This design comes from an exercise in tuning for small area on the open sky130 flow, not from production work.
In this exercise RTL edits were held to simulation tests only and were not proved equivalent to the original.

== lane 1 ==
Design pipe_core, start of the top module:
module pipe_core (
    input  logic        clk,
    input  logic        rst,
    input  logic        in_valid,
    input  logic [15:0] in_instr,
    output logic        in_ready,
    output logic        trace_valid,
    output logic [75:0] trace,
    input  logic        trace_ready
);
    localparam logic [3:0] OP_ADD  = 4'd1;
    localparam logic [3:0] OP_SUB  = 4'd2;
    localparam logic [3:0] OP_ADDI = 4'd3;
    localparam logic [3:0] OP_LD   = 4'd4;
    localparam logic [3:0] OP_ST   = 4'd5;
    function automatic logic [15:0] rreg(input logic [7:1][15:0] r, input logic [2:0] ad);
        case (ad)
            3'd1:    rreg = r[1];
            3'd2:    rreg = r[2];
            3'd3:    rreg = r[3];
            3'd4:    rreg = r[4];
            3'd5:    rreg = r[5];
            3'd6:    rreg = r[6];
            3'd7:    rreg = r[7];
            default: rreg = 16'd0;
        endcase
    endfunction
    function automatic logic [3:0] bump(input logic [3:0] c);
        bump = (c == 4'hf) ? c : c + 4'd1;
    endfunction
    logic [15:0] now;
    logic        hold;
    logic        stall;
    logic        f_v, d_v, x_v, m_v;
    logic [15:0] f_i, d_i, x_i, m_i;
    logic [15:0] f_c, d_c, x_c, m_c;
    logic [3:0]  f_s, d_s, x_s, m_s;
    logic [7:0]  t_seq;
    logic [15:0] t_i, t_res, t_fc, t_rc;
    logic [3:0]  t_s;
    assign trace = {t_seq, t_i, t_res, t_fc, t_rc, t_s};
    assign hold  = trace_valid && !trace_ready;
    logic [3:0] f_op;
    logic       f_rs_use, f_rt_use, f_rd_use;
    always_comb begin
        f_op     = f_i[15:12];
        f_rs_use = (f_op >= OP_ADD) && (f_op <= OP_ST);
        f_rt_use = (f_op == OP_ADD) || (f_op == OP_SUB);
        f_rd_use = (f_op == OP_ST);
    end
    assign stall = d_v && (d_i[15:12] == OP_LD) && (d_i[11:9] != 3'd0) && f_v
                   && ((f_rs_use && f_i[8:6] == d_i[11:9])
                       || (f_rt_use && f_i[5:3] == d_i[11:9])
                       || (f_rd_use && f_i[11:9] == d_i[11:9]));
    assign in_ready = !hold && !stall;
    always_ff @(posedge clk) begin
        if (rst) now <= '0;
        else     now <= now + 16'd1;
    end
    always_ff @(posedge clk) begin
        if (rst) begin
            f_v <= 1'b0;
            d_v <= 1'b0;
            x_v <= 1'b0;
            m_v <= 1'b0;
  ...
==> module pipe_core, before the edit <==
module pipe_core (
    input  logic        clk,
    input  logic        rst,
    input  logic        in_valid,
    input  logic [15:0] in_instr,
    output logic        in_ready,
    output logic        trace_valid,
    output logic [75:0] trace,
    input  logic        trace_ready
);
    localparam logic [3:0] OP_ADD  = 4'd1;
    localparam logic [3:0] OP_SUB  = 4'd2;
    localparam logic [3:0] OP_ADDI = 4'd3;
    localparam logic [3:0] OP_LD   = 4'd4;
    localparam logic [3:0] OP_ST   = 4'd5;
    function automatic logic [15:0] rreg(input logic [7:1][15:0] r, input logic [2:0] ad);
        case (ad)
            3'd1:    rreg = r[1];
            3'd2:    rreg = r[2];
            3'd3:    rreg = r[3];
            3'd4:    rreg = r[4];
            3'd5:    rreg = r[5];
            3'd6:    rreg = r[6];
            3'd7:    rreg = r[7];
            default: rreg = 16'd0;
        endcase
    endfunction
    function automatic logic [3:0] bump(input logic [3:0] c);
        bump = (c == 4'hf) ? c : c + 4'd1;
    endfunction
    logic [15:0] now;
    logic        hold;
    logic        stall;
    logic        f_v, d_v, x_v, m_v;
    logic [15:0] f_i, d_i, x_i, m_i;
    logic [15:0] f_c, d_c, x_c, m_c;
    logic [3:0]  f_s, d_s, x_s, m_s;
    logic [7:0]  t_seq;
    logic [15:0] t_i, t_res, t_fc, t_rc;
    logic [3:0]  t_s;
    assign trace = {t_seq, t_i, t_res, t_fc, t_rc, t_s};
    assign hold  = trace_valid && !trace_ready;
    logic [3:0] f_op;
    logic       f_rs_use, f_rt_use, f_rd_use;
    always_comb begin
        f_op     = f_i[15:12];
        f_rs_use = (f_op >= OP_ADD) && (f_op <= OP_ST);
        f_rt_use = (f_op == OP_ADD) || (f_op == OP_SUB);
        f_rd_use = (f_op == OP_ST);
    end
    assign stall = d_v && (d_i[15:12] == OP_LD) && (d_i[11:9] != 3'd0) && f_v
                   && ((f_rs_use && f_i[8:6] == d_i[11:9])
                       || (f_rt_use && f_i[5:3] == d_i[11:9])
                       || (f_rd_use && f_i[11:9] == d_i[11:9]));
    assign in_ready = !hold && !stall;
    always_ff @(posedge clk) begin
        if (rst) now <= '0;
        else     now <= now + 16'd1;
    end
    always_ff @(posedge clk) begin
        if (rst) begin
            f_v <= 1'b0;
            d_v <= 1'b0;
            x_v <= 1'b0;
            m_v <= 1'b0;
        end else if (!hold) begin
            f_v <= stall ? f_v : in_valid;
            d_v <= f_v && !stall;
            x_v <= d_v;
            m_v <= x_v;
        end
    end
    always_ff @(posedge clk) begin
        if (in_ready) begin
            f_i <= in_instr;
            f_c <= now;
        end
        f_s <= in_ready ? 4'd0 : bump(f_s);
        if (!hold) begin
            d_i <= f_i;
            d_c <= f_c;
            x_i <= d_i;
            x_c <= d_c;
            m_i <= x_i;
            m_c <= x_c;
        end
        d_s <= hold ? bump(d_s) : f_s;
        x_s <= hold ? bump(x_s) : d_s;
        m_s <= hold ? bump(m_s) : x_s;
    end
    logic [7:1][15:0] regs;
    logic [15:0] mem  [16];
    logic [3:0]  op;
    logic [2:0]  rd, rs, rt, p2;
    logic        is_add, is_sub, is_addi, is_ld, is_st, wr;
    logic [15:0] a, b2, bop, sum, res;
    logic [3:0]  addr;
    always_comb begin
        op      = m_i[15:12];
        rd      = m_i[11:9];
        rs      = m_i[8:6];
        rt      = m_i[5:3];
        is_add  = (op == OP_ADD);
        is_sub  = (op == OP_SUB);
        is_addi = (op == OP_ADDI);
        is_ld   = (op == OP_LD);
        is_st   = (op == OP_ST);
        wr      = is_add || is_sub || is_addi || is_ld;
        p2      = is_st ? rd : rt;
        a       = rreg(regs, rs);
        b2      = rreg(regs, p2);
        bop     = (is_add || is_sub) ? b2 : {{10{m_i[5]}}, m_i[5:0]};
        sum     = is_sub ? a - bop : a + bop;
        addr    = sum[3:0];
        if (is_ld)                        res = mem[addr];
        else if (is_st)                   res = b2;
        else if (is_add || is_sub || is_addi) res = sum;
        else                              res = 16'd0;
    end
    logic        retire;
    logic [15:0] wdata;
    assign retire = m_v && !hold;
    assign wdata  = rst ? 16'd0 : res;
    always_ff @(posedge clk) begin
        for (int i = 1; i < 8; i++) begin
            if (rst || (retire && wr && rd == 3'(i))) regs[i] <= wdata;
        end
    end
    always_ff @(posedge clk) begin
        for (int i = 0; i < 16; i++) begin
            if (rst || (retire && is_st && addr == 4'(i))) mem[i] <= wdata;
        end
    end
    always_ff @(posedge clk) begin
        if (rst) trace_valid <= 1'b0;
        else if (!hold) trace_valid <= m_v;
    end
    always_ff @(posedge clk) begin
        if (rst) t_seq <= 8'hff;
        else if (retire) t_seq <= t_seq + 8'd1;
    end
    always_ff @(posedge clk) begin
        if (!hold) begin
            t_i   <= m_i;
            t_res <= res;
            t_fc  <= m_c;
            t_rc  <= now;
            t_s   <= m_s;
        end
    end
endmodule
make LEC_CHECK=0 ABC_AREA=1 CAP_MARGIN=20 CORE_MARGIN=2 CORE_UTILIZATION=40 SLEW_MARGIN=20 finish   # period 5.5 ns
run.sh (not shown) runs the stock make flow with config.mk's settings and CLKGATE_MAP_FILE= SYNTH_SCRIPT=/design/flow/synth_recipe.tcl, a recipe that flattens the netlist after the stock synthesis.
Lane 1: done, clean on timing, DRC and antenna
Edits applied to the flow inputs when going from lane 1 to lane 4:
diff --git a/flow/design.v b/flow/design.v
--- a/flow/design.v
+++ b/flow/design.v
@@ -91,61 +91,65 @@
         end
         d_s <= hold ? bump(d_s) : f_s;
         x_s <= hold ? bump(x_s) : d_s;
         m_s <= hold ? bump(m_s) : x_s;
     end
     logic [7:1][15:0] regs;
-    logic [15:0] mem  [16];
+    logic [15:0] mem [16];
     logic [3:0]  op;
     logic [2:0]  rd, rs, rt, p2;
-    logic        is_add, is_sub, is_addi, is_ld, is_st, wr;
+    logic        is_add, is_sub, is_addi, is_ld, is_st, is_alu, wr;
     logic [15:0] a, b2, bop, sum, res;
+    logic [16:0] sum_c;
     logic [3:0]  addr;
     always_comb begin
         op      = m_i[15:12];
         rd      = m_i[11:9];
         rs      = m_i[8:6];
         rt      = m_i[5:3];
         is_add  = (op == OP_ADD);
         is_sub  = (op == OP_SUB);
         is_addi = (op == OP_ADDI);
         is_ld   = (op == OP_LD);
         is_st   = (op == OP_ST);
-        wr      = is_add || is_sub || is_addi || is_ld;
+        is_alu  = is_add || is_sub || is_addi;
+        wr      = is_alu || is_ld;
         p2      = is_st ? rd : rt;
         a       = rreg(regs, rs);
         b2      = rreg(regs, p2);
+        addr    = a[3:0] + m_i[3:0];
         bop     = (is_add || is_sub) ? b2 : {{10{m_i[5]}}, m_i[5:0]};
-        sum     = is_sub ? a - bop : a + bop;
-        addr    = sum[3:0];
-        if (is_ld)                        res = mem[addr];
-        else if (is_st)                   res = b2;
-        else if (is_add || is_sub || is_addi) res = sum;
-        else                              res = 16'd0;
+        sum_c   = {a, 1'b1} + {bop ^ {16{is_sub}}, is_sub};
+        sum     = sum_c[16:1];
+        if (is_ld)       res = mem[addr];
+        else if (is_st)  res = b2;
+        else if (is_alu) res = sum;
+        else             res = 16'd0;
     end
     logic        retire;
-    logic [15:0] wdata;
-    assign retire = m_v && !hold;
-    assign wdata  = rst ? 16'd0 : res;
+    logic [15:0] r_wdata, m_wdata;
+    assign retire  = m_v && !hold;
+    assign r_wdata = rst ? 16'd0 : res;
+    assign m_wdata = rst ? 16'd0 : b2;
     always_ff @(posedge clk) begin
         for (int i = 1; i < 8; i++) begin
-            if (rst || (retire && wr && rd == 3'(i))) regs[i] <= wdata;
+            if (rst || (retire && wr && rd == 3'(i))) regs[i] <= r_wdata;
         end
     end
     always_ff @(posedge clk) begin
         for (int i = 0; i < 16; i++) begin
-            if (rst || (retire && is_st && addr == 4'(i))) mem[i] <= wdata;
+            if (rst || (retire && is_st && addr == 4'(i))) mem[i] <= m_wdata;
         end
     end
     always_ff @(posedge clk) begin
         if (rst) trace_valid <= 1'b0;
         else if (!hold) trace_valid <= m_v;
     end
     always_ff @(posedge clk) begin
         if (rst) t_seq <= 8'hff;
-        else if (retire) t_seq <= t_seq + 8'd1;
+        else     t_seq <= t_seq + {7'd0, retire};
     end
     always_ff @(posedge clk) begin
         if (!hold) begin
             t_i   <= m_i;
             t_res <= res;
             t_fc  <= m_c;
--- outcome ---
Summary: with lane 1 as the reference, mean routed wirelength per cell in lane 4 moved down by a few percent.
As far as initial core utilization is concerned, lane 4 and lane 1 perform about the same.
[lane 4] layout overhead on the synthesized area fell 5.5 points relative to lane 1
The upper clock frequency limit reported for lane 4 is greater than that of lane 1 by 8.8 MHz.
Lower wire length of the first global-routing pass goes to lane 4 over lane 1.
Endpoint required time on the critical path in lane 4 is 50 ps higher than in lane 1
Sort lane 1 and lane 4 by clock-buffer cell count, ascending, and lane 1 comes first.
On lane 4: actual slew at the worst max-slew pin is 160 ps higher than what lane 1 gave.
Lane 1 → lane 4: synthesized area has increased; global routing usage summed across all routing layers has decreased; critical path depth has decreased.

## what the ideal ports hide
How much do the figures lean on ideal ports? The routed layouts below were timed once more, with nothing changed but the port constraints. Step 1, drivers: a clkbuf_16 drives clk and a buf_2 each remaining input, both assumed. Step 2 also shifts input and output timing later by t, the mid clock arrival at the registers, as if the neighbouring blocks saw the same clock. a / b / c = no drivers / after step 1 / after step 2; a / b = the first two.
run | t, ns | setup slack, ns | worst register clock-pin slew, ns | worst slew at a driven data input, ns
lane 1 | 0.652 | 0.283 / 0.283 / 0.283 | 0.07 / 0.07 | 0.04
lane 4 | 0.676 | 0.511 / 0.511 / 0.511 | 0.06 / 0.06 | 0.04
After both steps every run listed still meets setup and hold.
